Source: an optimization exercise on an open RTL-to-GDS flow (aim: small area, a short achievable clock period and few clock cycles per item). Production flows keep margins and buffers that such runs may drop. Function was checked by simulation only, so behaviour that the tests miss may differ from the original.

### design/flow/run.sh
#!/bin/bash
# synth_recipe.tcl (not shown) runs the flow's synth.tcl, then flattens the netlist and writes it again
# the make line also repeats each setting of config.mk as NAME=value (left out here)
make -C /OpenROAD-flow-scripts/flow DESIGN_CONFIG=/design/flow/config.mk WORK_HOME=/design/flow/orfs CLKGATE_MAP_FILE= SYNTH_SCRIPT=/design/flow/synth_recipe.tcl finish
### design/flow/config.mk
export PLATFORM = sky130hd
export DESIGN_NAME = sw_top
export DESIGN_NICKNAME = sw_top
export VERILOG_FILES = /design/flow/design.v
export SDC_FILE = /design/flow/constraint.sdc
export NUM_CORES = 4
export LEC_CHECK = 0
export CAP_MARGIN = 20
export CORE_MARGIN = 2
export CORE_UTILIZATION = 40
export SLEW_MARGIN = 20
### design/flow/constraint.sdc
create_clock -name core_clock -period 7.5 [get_ports {clk}]
set_input_delay 1.5000 -clock core_clock [delete_from_list [all_inputs] [get_ports {clk}]]
set_output_delay 1.5000 -clock core_clock [all_outputs]
set_load 0.01 [all_outputs]
### design/flow/design.v
package sw_pkg;
    typedef logic [1:0] base_t;
    localparam int RIDX_W = $clog2(16);
    localparam int QIDX_W = $clog2(24);
    localparam int HW = $clog2(2 * 16 + 1);
endpackage
`timescale 1ns/1ps
module sw_sequencer (
    input  logic       clk,
    input  logic       reset,
    input  logic       i_valid,
    output logic       o_start,    
    output logic       o_load,     
    output logic [5:0] o_cnt,      
    output logic       o_finish
);
    localparam int LAST = 24 + 16;
    logic       busy;
    logic [5:0] cnt;
    logic       fin;
    assign o_start = i_valid && !busy;
    assign o_load  = o_start || (busy && cnt < 6'(24 - 1));
    assign o_cnt   = cnt;
    assign o_finish = fin;
    always_ff @(posedge clk or posedge reset) begin
        if (reset) begin
            busy <= 1'b0;
            cnt  <= '0;
            fin  <= 1'b0;
        end else begin
            fin <= busy && (cnt == 6'(LAST));
            if (o_start) begin
                busy <= 1'b1;
                cnt  <= '0;
            end else if (busy) begin
                cnt <= cnt + 1'b1;
                if (cnt == 6'(LAST)) begin
                    busy <= 1'b0;
                end
            end
        end
    end
endmodule
`timescale 1ns/1ps
module sw_pe #(
    parameter int J = 1
) (
    input  logic       clk,
    input  logic       i_first,     
    input  logic       i_cell,      
    input  logic [1:0] i_query,     
    input  logic [1:0] i_ref_pin,   
    input  logic [5:0] i_h_left,    
    input  logic       i_eq_left,   
    output logic [1:0] o_query,
    output logic [5:0] o_h,
    output logic       o_eq
);
    localparam int WH = $clog2(2 * J + 1);
    function automatic logic gt(input logic [WH-1:0] a, input logic [WH-1:0] b);
        logic c;
        c = 1'b0;
        for (int k = 0; k < WH; k++) begin
            c = (a[k] & ~b[k]) | ((a[k] | ~b[k]) & c);
        end
        gt = c;
    endfunction
    function automatic logic [WH-1:0] gap(input logic [WH-1:0] a, input logic e);
        logic [WH:0] t;
        t   = {1'b0, a} - (e ? 1 : 2);
        gap = t[WH] ? '0 : t[WH-1:0];
    endfunction
    localparam logic [WH-1:0] C_MATCH = 2;
    logic [1:0]    ref_q;
    logic [1:0]    query_q;
    logic [WH-1:0] dg_q;
    logic [WH-1:0] h_q;
    logic          eq_i_q;
    logic          eq_d_q;
    logic [1:0]    ref_b;
    logic [WH-1:0] hd;
    logic [WH-1:0] dg_nxt;
    logic [WH-1:0] iv;
    logic [WH-1:0] dv;
    logic          dg_gt_i;
    logic          dg_gt_d;
    logic          i_gt_d;
    logic [WH-1:0] h_nxt;
    assign ref_b = i_first ? i_ref_pin : ref_q;
    assign hd    = (J == 1) ? '0 : WH'(i_h_left);
    assign dg_nxt = (i_query == ref_b) ? hd + C_MATCH : ((hd == '0) ? '0 : hd - 1'b1);
    always_ff @(posedge clk) begin
        if (i_first) begin
            ref_q <= i_ref_pin;
        end
        query_q <= i_query;
        dg_q    <= dg_nxt;
    end
    assign iv = (J <= 2) ? '0 : gap(WH'(i_h_left), i_eq_left);
    assign dv = (J == 1) ? '0 : gap(h_q, eq_d_q);
    assign dg_gt_i = gt(dg_q, iv);
    assign dg_gt_d = gt(dg_q, dv);
    assign i_gt_d  = gt(iv, dv);
    assign h_nxt   = (dg_gt_i && dg_gt_d) ? dg_q : (i_gt_d ? iv : dv);
    always_ff @(posedge clk) begin
        h_q    <= i_cell ? h_nxt : '0;
        eq_i_q <= !dg_gt_i && !gt(dv, iv);
        eq_d_q <= !dg_gt_d && !i_gt_d;
    end
    assign o_query = query_q;
    assign o_h     = 6'(h_q);
    assign o_eq    = eq_i_q;
endmodule
`timescale 1ns/1ps
module sw_pe_array (
    input  logic                              clk,
    input  logic                              reset,
    input  logic                              i_start,
    input  logic                              i_load,
    input  logic [1:0]                        i_query_base,
    input  logic [1:0]                        i_ref_base,
    output logic [16-1:0][5:0]       o_h
);
    logic [16-1:0]      cell_q;    
    logic [16-1:0]      first_q;   
    logic [16-1:0][1:0] query_c;
    logic [16-1:0][5:0] h_c;
    logic [16-1:0]      eq_c;
    for (genvar j = 0; j < 16; j++) begin : g_cell
        logic       diag_act;
        logic       first;
        logic [1:0] query;
        logic [5:0] h_left;
        logic       eq_left;
        if (j == 0) begin : g_head
            assign diag_act = i_load;
            assign first    = i_start;
            assign query    = i_query_base;
            assign h_left   = '0;
            assign eq_left  = 1'b0;
        end else begin : g_body
            assign diag_act = cell_q[j-1];
            assign first    = first_q[j-1];
            assign query    = query_c[j-1];
            assign h_left   = h_c[j-1];
            assign eq_left  = eq_c[j-1];
        end
        always_ff @(posedge clk or posedge reset) begin
            if (reset) begin
                cell_q[j]  <= 1'b0;
                first_q[j] <= 1'b0;
            end else begin
                cell_q[j]  <= diag_act;
                first_q[j] <= first;
            end
        end
        sw_pe #(.J(j + 1)) u_pe (
            .clk        (clk),
            .i_first    (first),
            .i_cell     (cell_q[j]),
            .i_query    (query),
            .i_ref_pin  (i_ref_base),
            .i_h_left   (h_left),
            .i_eq_left  (eq_left),
            .o_query    (query_c[j]),
            .o_h        (h_c[j]),
            .o_eq       (eq_c[j])
        );
    end
    assign o_h = h_c;
endmodule
`timescale 1ns/1ps
module sw_max_tracker (
    input  logic                          clk,
    input  logic                          i_clear,
    input  logic [5:0]                    i_cnt,
    input  logic [16-1:0][5:0]   i_h,
    output logic [5:0]                    o_max,
    output logic [4:0]                    o_pos_ref,
    output logic [4:0]                    o_pos_query
);
    localparam int N = 16;
    function automatic logic gtc(input logic [5:0] a, input logic [5:0] b, input logic c);
        logic r;
        r = c;
        for (int k = 0; k < 6; k++) begin
            r = (a[k] & ~b[k]) | ((a[k] | ~b[k]) & r);
        end
        gtc = r;
    endfunction
    logic [5:0]   g_q;        
    logic [4:0]   col_q;      
    logic [5:0]   diag_q;     
    logic [4:0]   row_q;      
    logic [N-1:0] c2;
    logic [N-1:0] c1;
    logic [N-1:0] c0;
    logic [N-1:0] below;      
    logic [N-1:0] c0b;
    logic         any2;
    logic         any1;
    logic         any0;
    logic [4:0]   enc2;
    logic [4:0]   enc1;
    logic [4:0]   enc0;
    logic [5:0]   cnt1;
    function automatic logic [4:0] lowest(input logic [N-1:0] v);
        lowest = '0;
        for (int k = N - 1; k >= 0; k--) begin
            if (v[k]) begin
                lowest = 5'(k + 1);
            end
        end
    endfunction
    for (genvar k = 0; k < N; k++) begin : g_cls
        logic       ge;
        logic [1:0] d;
        assign ge = gtc(i_h[k], g_q, 1'b1);
        assign d  = i_h[k][1:0] - g_q[1:0];
        assign c2[k] = ge && (d == 2'd2);
        assign c1[k] = ge && (d == 2'd1);
        assign c0[k] = ge && (d == 2'd0);
        assign below[k] = (5'(k + 1) < col_q);
    end
    assign c0b  = c0 & below;
    assign any2 = |c2;
    assign any1 = |c1;
    assign any0 = |c0b;
    assign enc2 = lowest(c2);
    assign enc1 = lowest(c1);
    assign enc0 = lowest(c0b);
    assign cnt1 = i_cnt + 1'b1;
    always_ff @(posedge clk) begin
        if (i_clear) begin
            g_q    <= '0;
            col_q  <= 5'd1;
            diag_q <= 6'd2;
        end else if (any2 || any1 || any0) begin
            g_q    <= g_q + (any2 ? 6'd2 : (any1 ? 6'd1 : 6'd0));
            col_q  <= any2 ? enc2 : (any1 ? enc1 : enc0);
            diag_q <= cnt1;
        end
        row_q <= diag_q[4:0] - col_q;
    end
    assign o_max       = g_q;
    assign o_pos_ref   = col_q;
    assign o_pos_query = row_q;
endmodule
`timescale 1ns/1ps
module sw_top (
    input  logic                                clk,
    input  logic                                reset,
    input  logic                                i_valid,
    input  sw_pkg::base_t                       i_ref_base,
    input  sw_pkg::base_t                       i_query_base,
    output logic                                o_finish,
    output logic [8-1:0]              o_max,
    output logic [sw_pkg::RIDX_W:0]             o_pos_ref,
    output logic [sw_pkg::QIDX_W:0]             o_pos_query
);
    logic                        start;
    logic                        load;
    logic [5:0]                  cnt;
    logic [16-1:0][5:0] h;
    logic [5:0]                  best_s;
    logic [4:0]                  best_j;
    logic [4:0]                  best_i;
    sw_sequencer u_sequencer (
        .clk      (clk),
        .reset    (reset),
        .i_valid  (i_valid),
        .o_start  (start),
        .o_load   (load),
        .o_cnt    (cnt),
        .o_finish (o_finish)
    );
    sw_pe_array u_pe_array (
        .clk          (clk),
        .reset        (reset),
        .i_start      (start),
        .i_load       (load),
        .i_query_base (i_query_base),
        .i_ref_base   (i_ref_base),
        .o_h          (h)
    );
    sw_max_tracker u_max_tracker (
        .clk         (clk),
        .i_clear     (start),
        .i_cnt       (cnt),
        .i_h         (h),
        .o_max       (best_s),
        .o_pos_ref   (best_j),
        .o_pos_query (best_i)
    );
    assign o_max       = 8'(best_s);
    assign o_pos_ref   = best_j;
    assign o_pos_query = {1'b0, best_i};
endmodule
==> run_results.csv, run 1 <==
group,metric,value,unit
run_status,outcome,"timing/DRC/antenna clean",
logic_synthesis,netlist_top_cells_area,"dfxtp_1 24%, ha_1 7.9%, dfrtp_1 4.6%, fa_1 4.4%, o21ai_0 3.9%",
clock_tree,post_cts_buffers,0,
global_route,grt_usage,19.5,%
clock_tree,cts_buffers,35,
drt,wirelength,53.2,mm
sta,fin_ws,2.79,ns
placed_design,portBuffers,23,
global_route,grt_pass1_vias,17800,
min_path,holdCritPathClass,"reg2reg",
placed_design,preCtsSetupSlack,2.84,ns
drt,route.detailed.drc,0,
sta,setup_viol,0,
placed_design,post_dp_cell_area,0.0218,mm²
floorplanning,io_pins,27,
cells_and_area,antenna_cells,0,
job,maxCapViolations,0,
worst_setup_path,crit_type,"reg2reg",
cells_and_area,fin_area,0.0230,mm²
logic_synthesis,synth_ff_type,"dfxtp_1",
worst_setup_path,crit_arrival,5.13,ns
logic_synthesis,async_reset_ff_share,13.5,%
global_route,grt_max_degree,40,
cells_and_area,final_cells,3224,
logic_synthesis,ys_warn_count,19,
logic_synthesis,seq_area_frac_synth,28.4,%
logic_synthesis,postSynthAreaPerCell,8.36,µm²
sta,fin_skew,0.0220,ns
drt,vias_per_cell,5.62,
logic_synthesis,synth_area_leader_cell,"dfxtp_1",
floorplanning,die_y,233,µm
drt,ant_nets,0,
drt,drt_iter0_drc,928,
drt,wire_per_inst,16.5,µm
sta,slew_headroom,28.3,%
sta,tns,0,ns
logic_synthesis,yosys-top-cells-count,"250 x dfxtp_1, 216 x nor2_1, 209 x nand2_1",
logic_synthesis,ys_types,107,
sta,tightest_slew,1.07,ns
floorplanning,die_area,0.0544,mm²
worst_setup_path,setup.worst_path.end_class,"register",
sta,slew_viol_final,0,
clock_tree,postCtsHoldBufs,0,
logic_synthesis,synth-edff-count,0,
clock_tree,cts_root_buf,"clkbuf_16",
drt,dr.pass1.iters,5,
sta,max_freq,212,MHz
floorplanning,coreArea,0.0522,mm²
clock_tree,cts_tree,"yes",
logic_synthesis,ys_seq_elements,289,
worst_setup_path,cp_data_required_time,7.92,ns
logic_synthesis,yosysMostFrequentCell,"dfxtp_1",
global_route,grt_antenna_before_repair,1,
logic_synthesis,yosys.area.top_type_share,23.8,%
global_route,grt_pass1_wl,87.9,mm
logic_synthesis,syn_area,0.0210,mm²
clock_tree,ctsLongestPathBuffers,3,
sta,period_minus_slack,4.71,ns
placed_design,finalWeightedCongestion,0.892,
clock_tree,cts.sinks,289,
global_route,grt-ovfl-total,0,
sta,hold_violations,0,
sta,finalCritPeriodShare,62.8,%
floorplanning,num_rows,84,
clock_tree,postCtsResizedCells,0,
worst_setup_path,start_kind,"register",
clock_tree,clk_latency,0.55,ns
floorplanning,initial_utilization,40.3,%
placed_design,placed_cells,3161,
worst_setup_path,cp_max_fo,21,
clock_tree,clk_pin_slew,0.06,ns
clock_tree,cts_max_level,2,
drt,vias,18100,
cells_and_area,drive_above_1_share,7.18,%
sta,rsz0062_at_grt,"no",
floorplanning,die_x,233,µm
sta,whs,0.362,ns
cells_and_area,final_nets,2696,
placed_design,hpwlAfterDp,40.0,mm
cells_and_area,syn2layout_area_growth,9.24,%
logic_synthesis,synth_cells,2515,
==> cell usage in the layout (no fill, tap or decap), types with 12 or more instances in the layout <==
cell,n
dfxtp_1,250
nor2_1,216
nand2_1,209
inv_1,192
o21ai_0,165
a21oi_1,145
ha_1,133
maj3_1,76
nor2b_1,67
mux2_2,65
nor3_1,65
mux2i_1,58
nand3_1,56
nand2b_1,47
fa_1,46
xor2_1,42
dfrtp_1,39
o211ai_1,36
clkbuf_16,36
o31ai_1,27
a21o_1,27
o22ai_1,24
clkdlybuf4s50_1,23
xnor2_1,21
o21ai_1,21
nor4_1,21
and2_1,21
a31oi_1,20
a21boi_0,19
a211oi_1,19
o21a_1,19
nand4_1,17
or3_1,16
a22oi_1,16
o21bai_1,12
and3_1,12
==> worst max-delay path: stages (launching register included) <==
cell and delay [ns]:
dfxtp_1 1.03, ha_1 0.28, inv_1 0.05, fa_1 0.37
and2_1 0.18, or4_4 0.52, o2111ai_1 0.14, nand3_1 0.14
nand3b_1 0.24, or4b_1 0.66, nor2_1 0.16, ha_1 0.19
fa_1 0.42, mux2i_1 0.14, nor2_1 0.05
==> final cells by class <==
| cell class | count | area (µm²) |
|---|---|---|
| Clock inverter | 12 | 130 |
| Clock buffer | 51 | 1040 |
| Timing Repair Buffer | 29 | 275 |
| Tap cell | 688 | 861 |
| Fill cell | 5055 | 29300 |
| Sequential cell | 289 | 5980 |
| Inverter | 196 | 736 |
| Multi-Input combinational cell | 1959 | 14000 |
==> metrics by stage <==
stage	utilization [%]
3_5_place_dp	41.8
2_1_floorplan	-
3_3_place_gp	41.8
6_report	44.0
4_1_cts	44.0
5_1_grt	44.0
==> flip-flops by register name, summed over array words and instances (netlist names) <==
register                        count
u_pe_array.g_cell.u_pe.ref_q       32
u_pe_array.g_cell.u_pe.dg_q        69
u_pe_array.cell_q                  16
u_sequencer.fin                     1
u_pe_array.g_cell.u_pe.h_q         69
u_pe_array.g_cell.u_pe.eq_d_q      15
u_pe_array.first_q                 15
u_pe_array.g_cell.u_pe.query_q     30
u_max_tracker.g_q                   6
u_pe_array.g_cell.u_pe.eq_i_q      14
u_max_tracker.row_q                 5
u_sequencer.busy                    1
u_max_tracker.col_q                 5
u_sequencer.cnt                     6
u_max_tracker.diag_q                5
==> kinds of logic after synthesis <==
| family | share of synthesized area (%) |
|---|---|
| AO/OA/AOI/OAI | 22.2 |
| XOR/XNOR | 2.62 |
| adder cells (fa/ha/maj) | 16.4 |
| buffers and inverters | 5.24 |
| flip-flops | 28.4 |
| multiplexers | 6.29 |
| other | 0.0178 |
| AND/OR/NAND/NOR | 18.8 |
==> layer usage <==
metal	part of all wire [%]	global-route usage, %	vias up	routed length, µm
met1	46	24.9	8607	24500
met5	0	0	-	0
li1	-	-	9065	-
met4	2.1	6.15	0	1130
met3	4.3	2.91	91	2270
met2	48	33.6	363	25300
==> final timing paths <==
| path | from | endpoint | slack (ns) | depth (start not counted) |
|---|---|---|---|---|
| worst max register to register | u_max_tracker.g_q[0] | u_max_tracker.g_q[1] | 2.79 | 14 |
| worst min register to register | u_pe_array.g_cell[5].u_pe.query_q[1] | u_pe_array.g_cell[6].u_pe.query_q[1] | 0.36 | 0 |
| worst min-delay path | u_pe_array.g_cell[5].u_pe.query_q[1] | u_pe_array.g_cell[6].u_pe.query_q[1] | 0.36 | 0 |
| worst max-delay path | u_max_tracker.g_q[0] | u_max_tracker.g_q[1] | 2.79 | 14 |
| max in group asynchronous | reset | u_pe_array.first_q[9] | 5.53 | 3 |
| min in group asynchronous | reset | u_sequencer.fin | 1.47 | 3 |
Testbench counts, summed over its fixed seeds: cycles 13,440, runs 320.
==> run 2, diff against run 1 <==
--- a/design/flow/config.mk
+++ b/design/flow/config.mk
@@ -10,2 +10,4 @@
 export CORE_UTILIZATION = 40
+export SETUP_SLACK_MARGIN = 3.5
 export SLEW_MARGIN = 20
+export TNS_END_PERCENT = 100
==> run 2 against run 1 <==
Final area is 1.3% higher. Highest routed layer unchanged. Global-route usage hardly changed. Still clean. Fmax is 21% higher. Critical endpoint unchanged. Critical path type unchanged.
==> run_results.csv, run 2 <==
group,metric,value,unit
run_status,outcome,"timing/DRC/antenna clean",
worst_setup_path,path_cells,"inv_1 -> ha_1 -> inv_1 -> fa_2 -> a21boi_2 -> o22ai_1 -> nand4_2 -> nand2_2 -> or4_4 -> or4b_4 -> nor2_2 -> ha_2 -> fa_1 -> mux2i_1 -> nor2_1",
worst_setup_path,rr_endpoint,"u_max_tracker.g_q[1]",
global_route,grt_usage,19.5,%
drt,drt_iter0_drc,1122,
sta,fin_skew,0.0126,ns
global_route,grt-ovfl-total,0,
sta,rsz0062_at_grt,"yes",
clock_tree,cts.sinks,289,
sta,slew_headroom,30.1,%
logic_synthesis,async_reset_ff_share,13.5,%
sta,max_freq,256,MHz
floorplanning,die_area,0.0544,mm²
floorplanning,num_rows,84,
worst_setup_path,r2r_cells,15,
worst_setup_path,cp-startpoint,"u_pe_array.g_cell[6].u_pe.h_q[0]",
placed_design,finalWeightedCongestion,0.890,
sta,whs,0.361,ns
logic_synthesis,synth_cells,2515,
sta,tightest_slew,1.04,ns
cells_and_area,syn2layout_area_growth,10.7,%
cells_and_area,reg.largest.list,"u_pe_array.g_cell.u_pe.dg_q: 69 flops, u_pe_array.g_cell.u_pe.h_q: 69 flops, u_pe_array.g_cell.u_pe.ref_q: 32 flops",
cells_and_area,drive_above_1_share,8.67,%
drt,dr.pass1.iters,7,
logic_synthesis,yosys.area.top_type_share,23.8,%
worst_setup_path,start_kind,"register",
sta,period_minus_slack,3.91,ns
clock_tree,cts_buffers,36,
clock_tree,cts_tree,"yes",
min_path,hp-start,"u_pe_array.g_cell[1].u_pe.query_q[0]",
drt,vias_per_cell,5.67,
sta,tns,0,ns
clock_tree,ctsLongestPathBuffers,3,
worst_setup_path,crit_top_cell,"inv_1",
drt,vias,18400,
worst_setup_path,slowest_stage,"or4b_4",
logic_synthesis,seq_area_frac_synth,28.4,%
global_route,grt_max_degree,40,
drt,ant_nets,0,
floorplanning,coreArea,0.0522,mm²
placed_design,portBuffers,23,
cells_and_area,fin_area,0.0233,mm²
worst_setup_path,cp_data_required_time,7.90,ns
logic_synthesis,ys_types,107,
cells_and_area,final_cell_mix,"247 x dfxtp_1, 215 x nor2_1, 209 x nand2_1",
cells_and_area,final_nets,2708,
cells_and_area,mostFrequentLayoutCell,"dfxtp_1",
placed_design,hpwlAfterDp,40.2,mm
logic_synthesis,yosys-top-cells-count,"250 x dfxtp_1, 216 x nor2_1, 209 x nand2_1",
logic_synthesis,ys_seq_elements,289,
sta,slew_viol_final,0,
worst_setup_path,setup.worst_path.end_class,"register",
floorplanning,die_y,233,µm
worst_setup_path,r2r_slack,3.59,ns
clock_tree,clk_pin_slew,0.06,ns
global_route,grt_antenna_before_repair,0,
job,maxCapViolations,0,
floorplanning,initial_utilization,40.3,%
worst_setup_path,cp_max_fo,7,
worst_setup_path,crit_arrival,4.31,ns
sta,hold_violations,0,
worst_setup_path,slowest_delay,0.58,ns
sta,setup_viol,0,
logic_synthesis,ys_warn_count,19,
drt,route.detailed.drc,0,
drt,wirelength,53.8,mm
global_route,grt_pass1_vias,17600,
placed_design,post_dp_cell_area,0.0218,mm²
logic_synthesis,synth_ff_type,"dfxtp_1",
clock_tree,cts_max_level,2,
logic_synthesis,netlist_top_cells_area,"dfxtp_1 24%, ha_1 7.9%, dfrtp_1 4.6%, fa_1 4.4%, o21ai_0 3.9%",
drt,wire_per_inst,16.6,µm
worst_setup_path,crit_end,"u_max_tracker.g_q[1]",
min_path,holdCritPathClass,"reg2reg",
sta,finalCritPeriodShare,52.1,%
worst_setup_path,crit_type,"reg2reg",
logic_synthesis,synth-edff-count,0,
floorplanning,die_x,233,µm
worst_setup_path,reg2reg_from,"u_pe_array.g_cell[6].u_pe.h_q[0]",
clock_tree,clk_latency,0.54,ns
logic_synthesis,syn_area,0.0210,mm²
global_route,grt_pass1_wl,87.7,mm
logic_synthesis,yosysMostFrequentCell,"dfxtp_1",
clock_tree,cts_root_buf,"clkbuf_16",
cells_and_area,antenna_cells,0,
floorplanning,io_pins,27,
logic_synthesis,postSynthAreaPerCell,8.36,µm²
logic_synthesis,synth_area_leader_cell,"dfxtp_1",
-- run 2: metrics by stage --
stage                     std cells  util [%]  setup slack [ns]
after detailed placement       3161      41.8              2.92
after floorplan                2517         -              3.52
after global placement         3161      41.8              3.04
after CTS                      3231      44.4              3.52
after global routing           3238      44.6              3.44
final                          3238      44.6              3.59
-- run 2: worst min-delay path by stage --
stage | end | slack [ns] | cells past startpoint
after floorplan | u_pe_array.cell_q[1] | 0.35 | 0
after detailed placement | u_pe_array.g_cell[2].u_pe.query_q[0] | 0.36 | 0
final | u_pe_array.g_cell[2].u_pe.query_q[0] | 0.36 | 0
after global placement | u_pe_array.g_cell[6].u_pe.query_q[1] | 0.36 | 0
after global routing | u_pe_array.g_cell[2].u_pe.query_q[0] | 0.37 | 0
after CTS | u_pe_array.g_cell[2].u_pe.query_q[0] | 0.37 | 0
-- run 2: metal layers --
layer	part of all wire, %	up-vias	routed length, µm	track usage [%]
li1	-	9089	-	-
met1	46	8828	24700	24.8
met2	48	364	25700	33.9
met3	4.4	80	2340	3.03
met4	2.0	0	1090	5.73
met5	0	-	0	0
-- run 2: cells by family (layout without fill, tap and decap cells) --
logic type / count (synthesis) / in the layout / synth area share, %
adder cells (fa/ha/maj): 264 / 264 / 16.4
other: 1 / 3 / 0.0178
AND/OR/NAND/NOR: 804 / 805 / 18.8
buffers and inverters: 269 / 301 / 5.24
XOR/XNOR: 63 / 63 / 2.62
AO/OA/AOI/OAI: 701 / 701 / 22.2
multiplexers: 124 / 124 / 6.29
flip-flops: 289 / 289 / 28.4
-- run 2: layout make-up --
type | instances | area [µm²]
flip-flops and latches | 289 | 5990
well taps | 688 | 861
inverters | 196 | 739
fillers | 5086 | 29000
clock buffers | 45 | 1020
multi-input cells | 1960 | 14100
repair buffers | 39 | 370
clock inverters | 21 | 254
-- run 2: worst max-delay path: cells and delay by family (launching register included) --
kind                       cells  cell delay [ns]
DFF                            1             0.38
AOI/OAI and AO/OA              2             0.27
muxes                          1             0.14
buffers and inverters          2             0.28
adders and majority gates      4             1.14
and+or+nand+nor                6             1.55
-- run 2: repair_timing --
action                                  CTS  global route
resized for setup                         2            12
cloned                                    0             1
buffers inserted                          4             6
pin swaps                                 0             4
hold buffers                              0             0
endpoints found under the setup margin   15            17
endpoints found under the hold margin     0             0
==> run 3, diff against run 2 <==
--- a/design/flow/config.mk
+++ b/design/flow/config.mk
@@ -10,3 +10,3 @@
 export CORE_UTILIZATION = 40
-export SETUP_SLACK_MARGIN = 3.5
+export SETUP_SLACK_MARGIN = 5.0
 export SLEW_MARGIN = 20
==> run 3 against run 2 <==
Highest routed layer unchanged. Register-to-register slack better by 0.09 ns. Cell count up 5.9%. Sequential share of layout area down 3.3 points.
==> run_results.csv, run 3 <==
group,metric,value,unit
run_status,outcome,"timing/DRC/antenna clean",
sta,fin_ws,3.68,ns
logic_synthesis,ys_types,107,
cells_and_area,drive_above_1_share,31.3,%
logic_synthesis,netlist_top_cells_area,"dfxtp_1 24%, ha_1 7.9%, dfrtp_1 4.6%, fa_1 4.4%, o21ai_0 3.9%",
drt,vias,19600,
clock_tree,cts.sinks,289,
clock_tree,ctsLongestPathBuffers,3,
sta,slew_headroom,38.3,%
logic_synthesis,synth_top_family_by_area,"compound AO/OA/AOI/OAI gates",
clock_tree,clk_pin_slew,0.06,ns
sta,max_freq,262,MHz
global_route,grt-ovfl-total,0,
placed_design,finalWeightedCongestion,0.880,
global_route,grt_usage,21.8,%
drt,wire_per_inst,17.7,µm
worst_setup_path,cp_max_fo,4,
min_path,holdCritPathClass,"reg2reg",
logic_synthesis,syn_area,0.0210,mm²
cells_and_area,fillers,4623,
cells_and_area,final_util,52.5,%
logic_synthesis,yosysMostFrequentCell,"dfxtp_1",
worst_setup_path,setup.worst_path.end_class,"register",
clock_tree,cts_tree,"yes",
global_route,grt_pass1_wl,97.1,mm
cells_and_area,antenna_cells,0,
floorplanning,die_y,233,µm
cells_and_area,multi_input_area,0.0162,mm²
cells_and_area,regArea,0.00614,mm²
sta,slew_viol_final,0,
worst_setup_path,cp_data_required_time,7.93,ns
floorplanning,die_area,0.0544,mm²
logic_synthesis,synth-edff-count,0,
logic_synthesis,ys_warn_count,19,
worst_setup_path,start_kind,"register",
logic_synthesis,ys_seq_elements,289,
global_route,grt_pass1_vias,19100,
drt,wirelength,60.7,mm
clock_tree,cts_buffers,35,
cells_and_area,syn2layout_area_growth,30.4,%
logic_synthesis,synth_cells,2515,
drt,drt_iter0_drc,1004,
sta,period_minus_slack,3.82,ns
sta,rsz0062_at_grt,"yes",
placed_design,portBuffers,23,
worst_setup_path,crit_arrival,4.24,ns
logic_synthesis,synthXorXnorAreaFrac,2.62,%
sta,tightest_slew,0.923,ns
logic_synthesis,synthMuxAreaShare,6.29,%
floorplanning,coreArea,0.0522,mm²
floorplanning,die_x,233,µm
logic_synthesis,synth_simple_gate_area_share,18.8,%
global_route,grt_antenna_before_repair,0,
logic_synthesis,yosys.area.top_type_share,23.8,%
logic_synthesis,yosys-top-cells-count,"250 x dfxtp_1, 216 x nor2_1, 209 x nand2_1",
logic_synthesis,synth_ff_type,"dfxtp_1",
drt,dr.pass1.iters,5,
floorplanning,initial_utilization,40.3,%
global_route,grt_max_degree,40,
floorplanning,io_pins,27,
logic_synthesis,async_reset_ff_share,13.5,%
drt,vias_per_cell,5.71,
clock_tree,postCtsHoldBufs,0,
logic_synthesis,synth_compound_area_share,22.2,%
job,maxCapViolations,0,
placed_design,hpwlAfterDp,40.5,mm
logic_synthesis,synth_area_leader_cell,"dfxtp_1",
drt,route.detailed.drc,0,
clock_tree,cts_max_level,2,
logic_synthesis,seq_area_frac_synth,28.4,%
sta,finalCritPeriodShare,50.9,%
worst_setup_path,crit_type,"reg2reg",
cells_and_area,final_nets,2900,
clock_tree,cts_root_buf,"clkbuf_16",
placed_design,placed_cells,3161,
drt,ant_nets,0,
sta,tns,0,ns
clock_tree,clk_latency,0.57,ns
cells_and_area,reg.largest.list,"u_pe_array.g_cell.u_pe.dg_q: 69 flops, u_pe_array.g_cell.u_pe.h_q: 69 flops, u_pe_array.g_cell.u_pe.ref_q: 32 flops",
floorplanning,num_rows,84,
cells_and_area,final_cell_mix,"202 x nand2_1, 194 x dfxtp_1, 184 x nor2_1",
cells_and_area,mostFrequentLayoutCell,"nand2_1",
sta,fin_skew,0.0308,ns
placed_design,preCtsSetupSlack,2.96,ns
sta,hold_violations,0,
sta,setup_viol,0,
cells_and_area,final_cells,3428,
logic_synthesis,yosys.area_share.adder,16.4,%
logic_synthesis,postSynthAreaPerCell,8.36,µm²
## run 3: cell counts after synthesis
No cell type changed its count.
## run 3: layer usage
metal / vias up / wire length [µm] / track usage, %
met5: - / 0 / 0
met4: 0 / 1940 / 8.32
met3: 153 / 2450 / 3.19
met2: 436 / 30100 / 38.1
met1: 9514 / 26300 / 26.9
li1: 9478 / - / -
## run 3: logic make-up after synthesis
family | Yosys count
fa+ha+maj | 264
xor+xnor | 63
other cells | 1
simple gates | 804
buf+inv | 269
flops | 289
mux | 124
compound gates | 701
## run 3: path summary, 6_finish.rpt
path                                                           start                                   end  slack, ns  cells after the start
worst max-delay path                            u_max_tracker.g_q[0]                  u_max_tracker.g_q[1]       3.68                     15
worst min-delay path            u_pe_array.g_cell[6].u_pe.query_q[0]  u_pe_array.g_cell[7].u_pe.query_q[0]       0.36                      0
worst max register to register                  u_max_tracker.g_q[0]                  u_max_tracker.g_q[1]       3.68                     15
worst min register to register  u_pe_array.g_cell[6].u_pe.query_q[0]  u_pe_array.g_cell[7].u_pe.query_q[0]       0.36                      0
max in group asynchronous                                      reset                 u_pe_array.cell_q[14]       5.52                      3
min in group asynchronous                                      reset                  u_pe_array.cell_q[4]       1.45                      3
## run 3: area by class of cell
cell class / instances / share of cell area, %
Timing Repair Buffer: 231 / 7.70
Sequential cell: 289 / 22.4
Clock inverter: 15 / 0.734
Multi-Input combinational cell: 1961 / 59.2
Clock buffer: 48 / 3.82
Tap cell: 688 / 3.14
Inverter: 196 / 3.02
## run 3: worst max-delay path, cell delays in order (launching register included)
cell and delay [ns]:
dfxtp_4 0.42, buf_12 0.13, ha_4 0.12, inv_2 0.03
fa_2 0.33, and2_4 0.17, or4_4 0.51, o2111ai_4 0.10
nand3_2 0.11, nand3b_1 0.21, or4b_4 0.59, nor2_4 0.13
ha_4 0.15, fa_1 0.41, mux2i_1 0.21, nor2_1 0.07
## run 3: repair_timing
action / in CTS / in global routing
pin swaps: 106 / 104
gates cloned: 6 / 0
endpoints found under the setup margin: 208 / 114
buffers inserted: 152 / 46
gates resized for setup: 395 / 148
## run 3: per-stage QoR
step                      hold slack (ns)  area, µm²
after detailed placement            0.357      22800
after floorplan                     0.346      22100
final                               0.356      27400
after CTS                           0.359      26500
after global placement              0.356      22800
after global routing                0.362      27400
==> run 4, diff against run 3 <==
--- a/design/flow/config.mk
+++ b/design/flow/config.mk
@@ -10,3 +10,3 @@
 export CORE_UTILIZATION = 40
-export SETUP_SLACK_MARGIN = 5.0
+export SETUP_SLACK_MARGIN = 4.3
 export SLEW_MARGIN = 20
==> run 4 against run 3 <==
Sequential cell count unchanged. Utilization down 4.2 points. Highest routed layer unchanged. Final area decreased by 8.1%. Sequential share of layout area up 1.6 points. Global-route usage fell by 1.2 points. Via count decreased by 2.2%.
==> run_results.csv, run 4 <==
group,metric,value,unit
drt,dr.pass1.iters,6,
min_path,holdCritPathClass,"reg2reg",
cells_and_area,antenna_cells,0,
global_route,grt_antenna_before_repair,0,
worst_setup_path,rr_endpoint,"u_max_tracker.col_q[1]",
logic_synthesis,async_reset_ff_share,13.5,%
logic_synthesis,yosysMostFrequentCell,"dfxtp_1",
placed_design,portBuffers,23,
drt,vias_per_cell,5.69,
global_route,grt_usage,20.6,%
worst_setup_path,cp_data_required_time,7.96,ns
sta,finalCritPeriodShare,50.4,%
sta,whs,0.357,ns
drt,drt_iter0_drc,1018,
logic_synthesis,synth_ff_type,"dfxtp_1",
run_status,outcome,"timing/DRC/antenna clean",
worst_setup_path,start_kind,"register",
floorplanning,io_pins,27,
drt,vias,19200,
clock_tree,cts_root_buf,"clkbuf_16",
sta,period_minus_slack,3.78,ns
floorplanning,num_rows,84,
worst_setup_path,r2r_cells,20,
sta,max_freq,264,MHz
logic_synthesis,ys_types,107,
global_route,grt_max_degree,40,
worst_setup_path,setup.worst_path.end_class,"register",
cells_and_area,fin_area,0.0252,mm²
placed_design,preCtsSetupSlack,3.01,ns
worst_setup_path,crit_arrival,4.24,ns
min_path,min_path_cells,0,
logic_synthesis,seq_area_frac_synth,28.4,%
logic_synthesis,synth-edff-count,0,
cells_and_area,reg.largest.list,"u_pe_array.g_cell.u_pe.dg_q: 69 flops, u_pe_array.g_cell.u_pe.h_q: 69 flops, u_pe_array.g_cell.u_pe.ref_q: 32 flops",
worst_setup_path,r2r_slack,3.72,ns
clock_tree,clk_pin_slew,0.06,ns
logic_synthesis,synth_cells,2515,
cells_and_area,mostFrequentLayoutCell,"dfxtp_1",
cells_and_area,fillers,4936,
logic_synthesis,ys_seq_elements,289,
floorplanning,die_y,233,µm
job,maxCapViolations,0,
clock_tree,clk_latency,0.56,ns
sta,slew_headroom,37.5,%
global_route,grt-ovfl-total,0,
worst_setup_path,cp-startpoint,"u_max_tracker.g_q[1]",
floorplanning,die_x,233,µm
floorplanning,coreArea,0.0522,mm²
clock_tree,cts_buffers,35,
sta,setup_viol,0,
floorplanning,initial_utilization,40.3,%
sta,tightest_slew,0.934,ns
drt,ant_nets,0,
sta,rsz0062_at_grt,"yes",
logic_synthesis,yosys.area.top_type_share,23.8,%
sta,fin_skew,0.0379,ns
logic_synthesis,ys_warn_count,19,
clock_tree,cts_max_level,2,
global_route,grt_pass1_wl,92.3,mm
logic_synthesis,postSynthAreaPerCell,8.36,µm²
sta,slew_viol_final,0,
clock_tree,cts.sinks,289,
clock_tree,postCtsHoldBufs,0,
drt,wire_per_inst,17.2,µm
worst_setup_path,cp_max_fo,7,
cells_and_area,final_nets,2840,
worst_setup_path,reg2reg_from,"u_max_tracker.g_q[1]",
global_route,grt_pass1_vias,18600,
clock_tree,ctsLongestPathBuffers,3,
clock_tree,cts_tree,"yes",
worst_setup_path,crit_end,"u_max_tracker.col_q[1]",
placed_design,post_dp_cell_area,0.0219,mm²
cells_and_area,final_cell_mix,"216 x dfxtp_1, 206 x nor2_1, 203 x nand2_1",
logic_synthesis,synth_area_leader_cell,"dfxtp_1",
logic_synthesis,syn_area,0.0210,mm²
sta,hold_violations,0,
floorplanning,die_area,0.0544,mm²
sta,fin_ws,3.72,ns
sta,tns,0,ns
cells_and_area,drive_above_1_share,20.3,%
drt,wirelength,57.8,mm
logic_synthesis,yosys-top-cells-count,"250 x dfxtp_1, 216 x nor2_1, 209 x nand2_1",
logic_synthesis,netlist_top_cells_area,"dfxtp_1 24%, ha_1 7.9%, dfrtp_1 4.6%, fa_1 4.4%, o21ai_0 3.9%",
cells_and_area,syn2layout_area_growth,19.9,%
placed_design,finalWeightedCongestion,0.884,
drt,route.detailed.drc,0,
worst_setup_path,crit_type,"reg2reg",
placed_design,hpwlAfterDp,40.3,mm
-- run 4: timing repair --
item	in CTS	in global routing
setup endpoints to repair	137	70
pin swaps	68	81
resized for setup	178	147
cloned	3	0
buffers inserted	78	64
-- run 4: cells by family (layout without fill, tap and decap cells) --
logic type / after synthesis / in the layout / share of synthesized area, %
compound gates: 701 / 701 / 22.2
other cells: 1 / 3 / 0.0178
simple gates: 804 / 807 / 18.8
buf+inv: 269 / 429 / 5.24
mux: 124 / 124 / 6.29
xor+xnor: 63 / 63 / 2.62
fa+ha+maj: 264 / 264 / 16.4
flops: 289 / 289 / 28.4
-- run 4: worst min path at each step --
| stage | from | endpoint | slack, ns |
|---|---|---|---|
| 2_1_floorplan | u_pe_array.cell_q[0] | u_pe_array.cell_q[1] | 0.35 |
| 3_3_place_gp | u_pe_array.g_cell[6].u_pe.query_q[0] | u_pe_array.g_cell[7].u_pe.query_q[0] | 0.35 |
| 3_5_place_dp | u_pe_array.g_cell[6].u_pe.query_q[0] | u_pe_array.g_cell[7].u_pe.query_q[0] | 0.35 |
| 4_1_cts | u_pe_array.g_cell[6].u_pe.query_q[0] | u_pe_array.g_cell[7].u_pe.query_q[0] | 0.36 |
| 5_1_grt | u_pe_array.g_cell[6].u_pe.query_q[0] | u_pe_array.g_cell[7].u_pe.query_q[0] | 0.36 |
| 6_report | u_pe_array.g_cell[2].u_pe.query_q[0] | u_pe_array.g_cell[3].u_pe.query_q[0] | 0.36 |
-- run 4: layer usage --
| metal | part of all wire, % | wire, µm | up-vias | track usage [%] |
|---|---|---|---|---|
| met2 | 49 | 28400 | 413 | 36.4 |
| met3 | 4.6 | 2660 | 96 | 3.20 |
| met1 | 44 | 25600 | 9285 | 25.6 |
| li1 | - | - | 9364 | - |
| met4 | 2.1 | 1220 | 0 | 6.23 |
| met5 | 0 | 0 | - | 0 |
-- run 4: worst max-delay path: stages (launching register included) --
cell and delay, ns:
dfxtp_4 0.36, clkinvlp_4 0.12, buf_12 0.17, fa_2 0.38, and2_4 0.17, or4_4 0.50, o2111ai_4 0.09, nand3_2 0.14
buf_4 0.16, buf_6 0.10, buf_4 0.12, buf_6 0.11, buf_6 0.10, buf_4 0.12, buf_4 0.12, buf_4 0.12
buf_4 0.12, o21bai_4 0.17, a31oi_1 0.21, o21bai_1 0.09, a31o_1 0.22
-- run 4: per-stage QoR --
stage | std cells | utilization (%)
after floorplan | 2517 | -
after global placement | 3160 | 41.9
after detailed placement | 3160 | 41.9
after CTS | 3304 | 46.3
after global routing | 3368 | 48.3
final | 3368 | 48.3
-- run 4: final cells by class --
class | instances | area, µm² | share of cell area (%)
Multi-Input combinational cell | 1962 | 14900 | 59.1
Sequential cell | 289 | 6060 | 24.0
Clock buffer | 49 | 970 | 3.85
Timing Repair Buffer | 170 | 1490 | 5.92
Tap cell | 688 | 861 | 3.41
Inverter | 196 | 773 | 3.07
Clock inverter | 14 | 169 | 0.670
==> run 5, diff against run 4 <==
--- a/design/flow/design.v
+++ b/design/flow/design.v
@@ -14,5 +14,6 @@
     output logic [5:0] o_cnt,      
+    output logic       o_last,     
     output logic       o_finish
 );
-    localparam int LAST = 24 + 16;
+    localparam int LAST = 24 + 16 - 1;
     logic       busy;
@@ -23,2 +24,3 @@
     assign o_cnt   = cnt;
+    assign o_last  = (cnt == 6'(LAST));
     assign o_finish = fin;
@@ -124,3 +126,2 @@
     logic [16-1:0]      cell_q;    
-    logic [16-1:0]      first_q;   
     logic [16-1:0][1:0] query_c;
@@ -142,3 +143,3 @@
             assign diag_act = cell_q[j-1];
-            assign first    = first_q[j-1];
+            assign first    = cell_q[j-1] && !cell_q[j];
             assign query    = query_c[j-1];
@@ -150,6 +151,4 @@
                 cell_q[j]  <= 1'b0;
-                first_q[j] <= 1'b0;
             end else begin
                 cell_q[j]  <= diag_act;
-                first_q[j] <= first;
             end
@@ -176,2 +175,3 @@
     input  logic [5:0]                    i_cnt,
+    input  logic                          i_last,    
     input  logic [16-1:0][5:0]   i_h,
@@ -206,2 +206,5 @@
     logic [5:0]   cnt1;
+    logic [5:0]   g_p1;
+    logic [5:0]   g_p2;
+    logic         take;
     function automatic logic [4:0] lowest(input logic [N-1:0] v);
@@ -232,2 +235,5 @@
     assign cnt1 = i_cnt + 1'b1;
+    assign g_p1 = g_q + 6'd1;
+    assign g_p2 = g_q + 6'd2;
+    assign take = any2 || any1 || any0;
     always_ff @(posedge clk) begin
@@ -237,4 +243,4 @@
             diag_q <= 6'd2;
-        end else if (any2 || any1 || any0) begin
-            g_q    <= g_q + (any2 ? 6'd2 : (any1 ? 6'd1 : 6'd0));
+        end else if (take) begin
+            g_q    <= any2 ? g_p2 : (any1 ? g_p1 : g_q);
             col_q  <= any2 ? enc2 : (any1 ? enc1 : enc0);
@@ -242,3 +248,7 @@
         end
-        row_q <= diag_q[4:0] - col_q;
+        if (i_last && take) begin
+            row_q <= 5'(24);
+        end else begin
+            row_q <= diag_q[4:0] - col_q;
+        end
     end
@@ -263,2 +273,3 @@
     logic [5:0]                  cnt;
+    logic                        last;
     logic [16-1:0][5:0] h;
@@ -274,2 +285,3 @@
         .o_cnt    (cnt),
+        .o_last   (last),
         .o_finish (o_finish)
@@ -289,2 +301,3 @@
         .i_cnt       (cnt),
+        .i_last      (last),
         .i_h         (h),
--- a/design/flow/config.mk
+++ b/design/flow/config.mk
@@ -10,3 +10,3 @@
 export CORE_UTILIZATION = 40
-export SETUP_SLACK_MARGIN = 4.3
+export SETUP_SLACK_MARGIN = 4.0
 export SLEW_MARGIN = 20
==> run 5 against run 4 <==
First-iteration DRC count is 22% higher. Critical path depth is 9 lower. Sequential cell count is 15 lower. Synthesized cell count is 0.56% lower. Count of clock-buffer cells in the layout is 2 lower. Die area is 2.3% lower. Sequential share of layout area is 0.17 points lower. Fmax is 1.1% higher. Highest routed layer unchanged. Area after synthesis is 2.3% lower.
==> run_results.csv, run 5 <==
group,metric,value,unit
min_path,holdCritPathClass,"reg2reg",
global_route,grt_antenna_before_repair,0,
worst_setup_path,slowest_stage,"or4b_4",
worst_setup_path,cp_top_family,"simple AND/OR/NAND/NOR gates",
drt,wirelength,55.1,mm
sta,finalCritPeriodShare,49.9,%
drt,ant_nets,0,
sta,fin_skew,0.0113,ns
worst_setup_path,setup.worst_path.end_class,"register",
worst_setup_path,r2r_cells,11,
placed_design,preCtsSetupSlack,2.75,ns
logic_synthesis,syn_area,0.0205,mm²
cells_and_area,antenna_cells,0,
placed_design,post_dp_cell_area,0.0214,mm²
global_route,grt_pass1_wl,88.9,mm
floorplanning,initial_utilization,40.2,%
floorplanning,die_y,231,µm
clock_tree,ctsLongestPathBuffers,3,
clock_tree,clk_pin_slew,0.06,ns
worst_setup_path,start_kind,"register",
cells_and_area,reg.largest.list,"u_pe_array.g_cell.u_pe.dg_q: 69 flops, u_pe_array.g_cell.u_pe.h_q: 69 flops, u_pe_array.g_cell.u_pe.ref_q: 32 flops",
logic_synthesis,yosys.area.top_type_share,24.4,%
job,maxCapViolations,0,
logic_synthesis,async_reset_ff_share,8.76,%
worst_setup_path,r2r_slack,3.76,ns
cells_and_area,final_cell_mix,"226 x dfxtp_1, 224 x nor2_1, 213 x nand2_1",
logic_synthesis,synth_area_leader_cell,"dfxtp_1",
placed_design,portBuffers,23,
cells_and_area,drive_above_1_share,14.8,%
placed_design,finalWeightedCongestion,0.908,
sta,tns,0,ns
worst_setup_path,cp_max_fo,8,
logic_synthesis,synth-edff-count,0,
worst_setup_path,crit_arrival,4.24,ns
floorplanning,io_pins,27,
global_route,grt-ovfl-total,0,
worst_setup_path,slowest_delay,0.62,ns
drt,dr.pass1.iters,5,
sta,rsz0062_at_grt,"yes",
worst_setup_path,critPathBufInv,2,
clock_tree,cts_max_level,1,
floorplanning,die_area,0.0532,mm²
run_status,outcome,"timing/DRC/antenna clean",
logic_synthesis,synth_ff_type,"dfxtp_1",
min_path,min_path_cells,0,
logic_synthesis,synth_cells,2501,
drt,vias_per_cell,5.70,
min_path,hp-start,"u_pe_array.g_cell[6].u_pe.query_q[0]",
logic_synthesis,ys_types,94,
global_route,grt_max_degree,28,
logic_synthesis,yosysMostFrequentCell,"dfxtp_1",
sta,fin_ws,3.76,ns
logic_synthesis,netlist_top_cells_area,"dfxtp_1 24%, ha_1 8.0%, fa_1 4.4%, maj3_1 4.3%, nor2_1 4.3%",
global_route,grt_pass1_vias,17800,
sta,period_minus_slack,3.74,ns
logic_synthesis,ys_seq_elements,274,
global_route,grt_usage,19.8,%
logic_synthesis,seq_area_frac_synth,27.3,%
cells_and_area,syn2layout_area_growth,15.3,%
floorplanning,die_x,231,µm
floorplanning,coreArea,0.0511,mm²
sta,setup_viol,0,
worst_setup_path,cp_data_required_time,8.00,ns
sta,hold_violations,0,
clock_tree,clk_latency,0.58,ns
drt,route.detailed.drc,0,
clock_tree,cts.sinks,274,
sta,slew_headroom,34.4,%
sta,tightest_slew,0.971,ns
placed_design,hpwlAfterDp,40.1,mm
sta,slew_viol_final,0,
cells_and_area,mostFrequentLayoutCell,"dfxtp_1",
drt,drt_iter0_drc,1240,
cells_and_area,final_nets,2742,
clock_tree,cts_buffers,31,
worst_setup_path,crit_type,"reg2reg",
worst_setup_path,rr_endpoint,"u_max_tracker.diag_q[3]",
logic_synthesis,ys_warn_count,19,
sta,max_freq,267,MHz
floorplanning,num_rows,83,
worst_setup_path,path_cells,"clkinvlp_4 -> buf_8 -> fa_2 -> a21bo_1 -> a311oi_4 -> o22a_1 -> nand2_2 -> or4_4 -> or2_4 -> or4b_4 -> a211oi_2",
clock_tree,postCtsHoldBufs,0,
worst_setup_path,reg2reg_from,"u_max_tracker.g_q[1]",
logic_synthesis,postSynthAreaPerCell,8.22,µm²
logic_synthesis,yosys-top-cells-count,"250 x dfxtp_1, 233 x nor2_1, 218 x nand2_1",
min_path,min_delay_worst_endpoint,"u_pe_array.g_cell[7].u_pe.query_q[0]",
clock_tree,cts_tree,"yes",
drt,wire_per_inst,16.9,µm
clock_tree,cts_root_buf,"clkbuf_16",
cells_and_area,fin_area,0.0237,mm²
drt,vias,18600,
run 5: worst max-delay path by stage:
stage                                     from                       to  slack, ns  cells after the start
after CTS                 u_max_tracker.g_q[0]  u_max_tracker.diag_q[3]       3.84                     12
final                     u_max_tracker.g_q[1]  u_max_tracker.diag_q[3]       3.76                     11
after global placement    u_max_tracker.g_q[1]  u_max_tracker.diag_q[4]       2.90                     11
after detailed placement  u_max_tracker.g_q[1]  u_max_tracker.diag_q[4]       2.75                     11
after global routing      u_max_tracker.g_q[1]   u_max_tracker.col_q[1]       3.66                     13
after floorplan           u_max_tracker.g_q[1]  u_max_tracker.diag_q[1]       3.49                     13
run 5: layout make-up:
| class | count | area, µm² |
|---|---|---|
| Fill cell | 4920 | 27400 |
| Multi-Input combinational cell | 1979 | 14700 |
| Sequential cell | 274 | 5650 |
| Clock buffer | 47 | 876 |
| Tap cell | 680 | 851 |
| Timing Repair Buffer | 91 | 805 |
| Inverter | 181 | 692 |
| Clock inverter | 9 | 108 |
run 5: cell families (layout without fill, tap and decap cells):
kind of cell             after synthesis  in the layout  synth area share (%)
AO/OA/AOI/OAI                        721            721                  23.4
XOR/XNOR                              64             64                  2.73
adder cells (fa/ha/maj)              266            266                  16.8
buffers and inverters                253            328                  4.77
flip-flops                           274            274                  27.3
multiplexers                         114            114                  5.95
other                                  1              3                0.0182
AND/OR/NAND/NOR                      808            811                  19.1
run 5: per-layer routing:
metal | up-vias | part of all wire [%] | global-route usage (%) | wire [µm]
met2 | 410 | 48 | 35.1 | 26500
met4 | 0 | 2.0 | 4.50 | 1130
met5 | - | 0 | 0 | 0
met1 | 8921 | 45 | 25.5 | 25100
li1 | 9160 | - | - | -
met3 | 98 | 4.4 | 2.63 | 2430
run 5: what timing repair did:
action	4_1_cts	5_1_grt
pin swaps	24	56
setup endpoints to repair	55	63
gates cloned	3	0
setup buffers	39	23
resized for setup	89	122
run 5: metrics by stage:
step	utilization [%]	hold WS (ns)	cells
final	46.4	0.368	3261
after global placement	41.9	0.359	3140
after CTS	45.1	0.369	3238
after global routing	46.4	0.374	3261
after floorplan	-	0.349	2503
after detailed placement	41.9	0.356	3140
Testbench counts of run 5, summed over its fixed seeds: cycles 13,120, runs 320.
==> run 6, diff against run 5 <==
--- a/design/flow/design.v
+++ b/design/flow/design.v
@@ -60,20 +60,16 @@
 );
-    localparam int WH = $clog2(2 * J + 1);
-    function automatic logic gt(input logic [WH-1:0] a, input logic [WH-1:0] b);
-        logic c;
-        c = 1'b0;
-        for (int k = 0; k < WH; k++) begin
-            c = (a[k] & ~b[k]) | ((a[k] | ~b[k]) & c);
+    localparam int WH = $clog2(2 * J + 1);       
+    localparam int WA = $clog2(2 * J + 2);       
+    localparam int WS = WA + 1;                  
+    function automatic logic gtc(input logic [WS-1:0] a, input logic [WS-1:0] b, input logic c);
+        logic r;
+        r = c;
+        for (int k = 0; k < WS; k++) begin
+            r = (a[k] & ~b[k]) | ((a[k] | ~b[k]) & r);
         end
-        gt = c;
-    endfunction
-    function automatic logic [WH-1:0] gap(input logic [WH-1:0] a, input logic e);
-        logic [WH:0] t;
-        t   = {1'b0, a} - (e ? 1 : 2);
-        gap = t[WH] ? '0 : t[WH-1:0];
+        gtc = r;
     endfunction
-    localparam logic [WH-1:0] C_MATCH = 2;
     logic [1:0]    ref_q;
     logic [1:0]    query_q;
-    logic [WH-1:0] dg_q;
+    logic [WA-1:0] a_q;
     logic [WH-1:0] h_q;
@@ -82,13 +78,23 @@
     logic [1:0]    ref_b;
-    logic [WH-1:0] hd;
-    logic [WH-1:0] dg_nxt;
-    logic [WH-1:0] iv;
-    logic [WH-1:0] dv;
-    logic          dg_gt_i;
-    logic          dg_gt_d;
-    logic          i_gt_d;
-    logic [WH-1:0] h_nxt;
+    logic [WA-1:0] hd;
+    logic [WA-1:0] a_nxt;
+    logic [WS-1:0] hl;
+    logic [WS-1:0] hu;
+    logic [WS-1:0] av;
+    logic          el;
+    logic [WS-1:0] ival;
+    logic [WS-1:0] dval;
+    logic [WS-1:0] ival_b;
+    logic [WS-1:0] dval_b;
+    logic [WS-1:0] dg;
+    logic          i_ge_g;
+    logic          d_ge_g;
+    logic          i_ge_d;
+    logic          d_ge_i;
+    logic          eq_i;
+    logic          eq_d;
+    logic [WS-1:0] h_nxt;
     assign ref_b = i_first ? i_ref_pin : ref_q;
-    assign hd    = (J == 1) ? '0 : WH'(i_h_left);
-    assign dg_nxt = (i_query == ref_b) ? hd + C_MATCH : ((hd == '0) ? '0 : hd - 1'b1);
+    assign hd    = (J == 1) ? '0 : WA'(i_h_left);
+    assign a_nxt = (i_query == ref_b) ? hd + 2'd3 : ((hd == '0) ? WA'(1) : hd);
     always_ff @(posedge clk) begin
@@ -98,14 +104,24 @@
         query_q <= i_query;
-        dg_q    <= dg_nxt;
+        a_q     <= a_nxt;
     end
-    assign iv = (J <= 2) ? '0 : gap(WH'(i_h_left), i_eq_left);
-    assign dv = (J == 1) ? '0 : gap(h_q, eq_d_q);
-    assign dg_gt_i = gt(dg_q, iv);
-    assign dg_gt_d = gt(dg_q, dv);
-    assign i_gt_d  = gt(iv, dv);
-    assign h_nxt   = (dg_gt_i && dg_gt_d) ? dg_q : (i_gt_d ? iv : dv);
+    assign hl = (J == 1) ? '0 : WS'(i_h_left);
+    assign el = (J == 1) ? 1'b0 : i_eq_left;
+    assign hu = WS'(h_q);
+    assign av = WS'(a_q);
+    assign i_ge_g = gtc(hl, av, el);               
+    assign d_ge_g = gtc(hu, av, eq_d_q);
+    assign ival   = hl - WS'(2) + WS'(el);
+    assign dval   = hu - WS'(2) + WS'(eq_d_q);
+    assign ival_b = {~ival[WS-1], ival[WS-2:0]};
+    assign dval_b = {~dval[WS-1], dval[WS-2:0]};
+    assign i_ge_d = gtc(ival_b, dval_b, 1'b1);
+    assign d_ge_i = gtc(dval_b, ival_b, 1'b1);
+    assign eq_i   = i_ge_g && i_ge_d;
+    assign eq_d   = d_ge_g && d_ge_i;
+    assign dg     = av - 1'b1;
+    assign h_nxt  = (!i_ge_g && !d_ge_g) ? dg : (eq_i ? ival : dval);
     always_ff @(posedge clk) begin
-        h_q    <= i_cell ? h_nxt : '0;
-        eq_i_q <= !dg_gt_i && !gt(dv, iv);
-        eq_d_q <= !dg_gt_d && !i_gt_d;
+        h_q    <= i_cell ? WH'(h_nxt) : '0;
+        eq_i_q <= eq_i;
+        eq_d_q <= eq_d;
     end
@@ -217,10 +233,12 @@
     endfunction
+    logic [3:0] g_oh;
+    assign g_oh = 4'b0001 << g_q[1:0];
     for (genvar k = 0; k < N; k++) begin : g_cls
         logic       ge;
-        logic [1:0] d;
-        assign ge = gtc(i_h[k], g_q, 1'b1);
-        assign d  = i_h[k][1:0] - g_q[1:0];
-        assign c2[k] = ge && (d == 2'd2);
-        assign c1[k] = ge && (d == 2'd1);
-        assign c0[k] = ge && (d == 2'd0);
+        logic [3:0] h_oh;
+        assign ge    = gtc(i_h[k], g_q, 1'b1);
+        assign h_oh  = 4'b0001 << i_h[k][1:0];
+        assign c0[k] = ge && |(h_oh & g_oh);
+        assign c1[k] = ge && |(h_oh & {g_oh[2:0], g_oh[3]});
+        assign c2[k] = ge && |(h_oh & {g_oh[1:0], g_oh[3:2]});
         assign below[k] = (5'(k + 1) < col_q);
==> run 6 against run 5 <==
First-iteration DRC count shrank 0.32%. Register-to-register slack gained 0.25 ns. Utilization grew 0.69 points. Highest routed layer unchanged.
==> run_results.csv, run 6 <==
group,metric,value,unit
placed_design,finalWeightedCongestion,0.895,
worst_setup_path,cp_data_required_time,7.94,ns
cells_and_area,drive_above_1_share,13.3,%
cells_and_area,final_cell_mix,"221 x nand2_1, 217 x dfxtp_1, 195 x ha_1",
placed_design,placed_cells,3223,
logic_synthesis,ys_warn_count,19,
sta,tightest_slew,1.07,ns
global_route,grt_max_degree,26,
floorplanning,io_pins,27,
clock_tree,cts_buffers,35,
floorplanning,initial_utilization,40.3,%
logic_synthesis,ys_seq_elements,276,
global_route,grt_pass1_vias,19100,
job,maxCapViolations,0,
worst_setup_path,rr_endpoint,"u_max_tracker.diag_q[3]",
sta,slew_viol_final,0,
cells_and_area,final_cells,3394,
clock_tree,clk_latency,0.58,ns
sta,slew_headroom,28.5,%
clock_tree,cts.sinks,276,
logic_synthesis,synthMuxAreaShare,3.72,%
logic_synthesis,yosysMostFrequentCell,"dfxtp_1",
logic_synthesis,yosys.area.top_type_share,23.4,%
clock_tree,clk_pin_slew,0.06,ns
logic_synthesis,synth_cells,2593,
drt,wire_per_inst,18.8,µm
sta,setup_viol,0,
clock_tree,cts_max_level,2,
logic_synthesis,synth_simple_gate_area_share,18.3,%
drt,ant_nets,0,
worst_setup_path,crit_top_cell,"buf_12",
cells_and_area,final_nets,2882,
worst_setup_path,crit_arrival,3.94,ns
clock_tree,ctsLongestPathBuffers,3,
worst_setup_path,path_cells,"buf_12 -> clkinvlp_4 -> buf_12 -> ha_4 -> buf_12 -> a22oi_1 -> a21oi_2 -> nand3b_1 -> or3_4 -> or4b_4 -> nor4_4 -> buf_6 -> buf_6 -> mux2i_1 -> nor2_1",
global_route,grt_pass1_wl,101,mm
floorplanning,die_x,236,µm
worst_setup_path,slowest_stage,"or4b_4",
worst_setup_path,start_kind,"register",
worst_setup_path,cp_top_family,"simple AND/OR/NAND/NOR gates",
logic_synthesis,netlist_top_cells_area,"dfxtp_1 23%, ha_1 12%, maj3_1 6.8%, xnor2_1 4.8%, nand2_1 3.9%",
floorplanning,die_y,236,µm
sta,rsz0062_at_grt,"yes",
drt,route.detailed.drc,0,
logic_synthesis,seq_area_frac_synth,26.2,%
sta,max_freq,286,MHz
cells_and_area,largest_register_ffs,70,
logic_synthesis,yosys-top-cells-count,"252 x dfxtp_1, 224 x nand2_1, 203 x ha_1",
worst_setup_path,critPathBufInv,6,
logic_synthesis,async_reset_ff_share,8.70,%
cells_and_area,antenna_cells,0,
logic_synthesis,synth_area_leader_cell,"dfxtp_1",
floorplanning,die_area,0.0558,mm²
sta,fin_skew,0.0275,ns
drt,dr.pass1.iters,6,
cells_and_area,fillers,5152,
worst_setup_path,cp_max_fo,8,
worst_setup_path,r2r_cells,15,
logic_synthesis,ys_types,85,
logic_synthesis,synthXorXnorAreaFrac,8.49,%
worst_setup_path,setup.worst_path.end_class,"register",
logic_synthesis,yosys.area_share.adder,18.8,%
sta,hold_violations,0,
sta,tns,0,ns
logic_synthesis,synth_ff_type,"dfxtp_1",
logic_synthesis,postSynthAreaPerCell,8.31,µm²
drt,drt_iter0_drc,1236,
logic_synthesis,synth_compound_area_share,19.5,%
global_route,grt_usage,22.2,%
min_path,min_delay_worst_endpoint,"u_pe_array.g_cell[2].u_pe.query_q[0]",
cells_and_area,syn2layout_area_growth,16.8,%
min_path,hp-start,"u_pe_array.g_cell[1].u_pe.query_q[0]",
cells_and_area,reg.largest.list,"u_pe_array.g_cell.u_pe.h_q: 70 flops, u_pe_array.g_cell.u_pe.a_q: 69 flops, u_pe_array.g_cell.u_pe.ref_q: 32 flops",
floorplanning,coreArea,0.0535,mm²
clock_tree,cts_root_buf,"clkbuf_16",
worst_setup_path,slowest_delay,0.57,ns
logic_synthesis,synth-edff-count,0,
sta,period_minus_slack,3.49,ns
worst_setup_path,r2r_slack,4.01,ns
min_path,holdCritPathClass,"reg2reg",
worst_setup_path,crit_type,"reg2reg",
global_route,grt-ovfl-total,0,
logic_synthesis,syn_area,0.0216,mm²
drt,vias_per_cell,5.71,
logic_synthesis,synth_top_family_by_area,"compound AO/OA/AOI/OAI gates",
run_status,outcome,"timing/DRC/antenna clean",
min_path,min_path_cells,0,
floorplanning,num_rows,85,
placed_design,hpwlAfterDp,43.9,mm
cells_and_area,max_flop_register,"u_pe_array.g_cell.u_pe.h_q",
sta,finalCritPeriodShare,46.5,%
drt,vias,19400,
drt,wirelength,63.8,mm
clock_tree,cts_tree,"yes",
cells_and_area,mostFrequentLayoutCell,"nand2_1",
global_route,grt_antenna_before_repair,0,
placed_design,portBuffers,23,
worst_setup_path,reg2reg_from,"u_max_tracker.g_q[1]",
[run 6: cell types whose count changed in the layout (fill, tap and decap cells not counted), moves of 25 or more]
cell | previous run | this run
xnor2_1 | 15 | 117
nor2_1 | 224 | 183
mux2_2 | 63 | 38
buf_4 | 56 | 87
fa_1 | 32 | 1
nand2b_1 | 43 | 74
maj3_1 | 84 | 144
a22oi_1 | 9 | 76
ha_1 | 128 | 195
xor2_1 | 48 | 92
o21ai_0 | 159 | 104
[run 6: cells by family (layout without fill, tap and decap cells)]
logic type | after synthesis | count (layout)
flops | 276 | 276
compound gates | 611 | 611
buf+inv | 273 | 376
mux | 74 | 74
other cells | 1 | 3
fa+ha+maj | 353 | 353
xor+xnor | 209 | 209
simple gates | 796 | 796
[run 6: metal layers]
metal / share of wire (%) / wire length, µm / global-route usage [%]
met3: 5.0 / 3160 / 3.04
met5: 0 / 0 / 0
met4: 3.0 / 1920 / 7.60
met2: 46 / 29700 / 37.2
met1: 46 / 29100 / 29.3
[run 6: worst max path at each step]
stage | startpoint | endpoint | cells past startpoint
6_report | u_max_tracker.g_q[1] | u_max_tracker.diag_q[3] | 15
5_1_grt | u_max_tracker.g_q[1] | u_max_tracker.diag_q[4] | 16
4_1_cts | u_pe_array.g_cell[8].u_pe.h_q[0] | u_pe_array.g_cell[9].u_pe.h_q[1] | 11
3_5_place_dp | u_max_tracker.g_q[1] | u_max_tracker.row_q[3] | 11
3_3_place_gp | u_max_tracker.g_q[1] | u_max_tracker.row_q[3] | 11
2_1_floorplan | u_max_tracker.g_q[0] | u_max_tracker.diag_q[1] | 14
[run 6: layout make-up]
class,count,area (µm²),area share [%]
Sequential cell,276,5710,22.7
Multi-Input combinational cell,2046,15300,60.7
Inverter,176,708,2.81
Clock buffer,44,950,3.77
Tap cell,696,871,3.46
Timing Repair Buffer,136,1330,5.29
Clock inverter,20,304,1.21
[run 6: per-stage QoR]
stage	utilization [%]	worst slack, ns	area, µm²	hold WS [ns]
2_1_floorplan	-	3.99	21600	0.349
3_3_place_gp	41.7	2.75	22300	0.357
3_5_place_dp	41.7	2.62	22300	0.360
4_1_cts	45.9	3.98	24500	0.367
5_1_grt	47.0	3.88	25200	0.376
6_report	47.0	4.01	25200	0.367
[run 6: timing repair]
item,CTS,global route
resized for setup,73,84
hold buffers,0,0
setup endpoints to repair,50,54
endpoints found under the hold margin,0,0
pin swaps,14,22
buffers inserted,71,34
gates cloned,2,0
Testbench counts of run 6, summed over its fixed seeds: cycles 13,120, runs 320.

==> re-timing with driven ports <==
The results above use ideal ports. As a check the final layouts listed here were re-extracted and re-timed, cells and wires unchanged.
Step 1: set_driving_cell puts a clkbuf_16 on clk and a buf_2 on each other input, an assumption about the parent block.
Step 2 also shifts input and output timing later by t, the mid clock arrival at the registers, as if the neighbouring blocks saw the same clock.
Three values: ideal ports, drivers, drivers and shift; two values: the first two.
| run | t (ns) | slack for setup (ns) | worst setup path at the end | worst register clock-pin slew, ns |
|---|---|---|---|---|
| run 1 | 0.593 | 2.788 / 2.788 / 2.788 | register to register | 0.06 / 0.06 |
| run 2 | 0.591 | 3.594 / 3.594 / 3.232 | input to register | 0.06 / 0.06 |
| run 3 | 0.612 | 3.685 / 3.685 / 3.685 | register to register | 0.07 / 0.07 |
| run 4 | 0.599 | 3.718 / 3.718 / 3.718 | register to register | 0.06 / 0.06 |
| run 5 | 0.631 | 3.760 / 3.760 / 3.629 | input to register | 0.06 / 0.06 |
| run 6 | 0.619 | 4.009 / 3.990 / 3.701 | input to register | 0.07 / 0.07 |
After both steps every run listed still meets setup and hold. The setup slack of run 2, which loses most, moves by 0.000 ns with the drivers and by -0.362 ns with both steps.
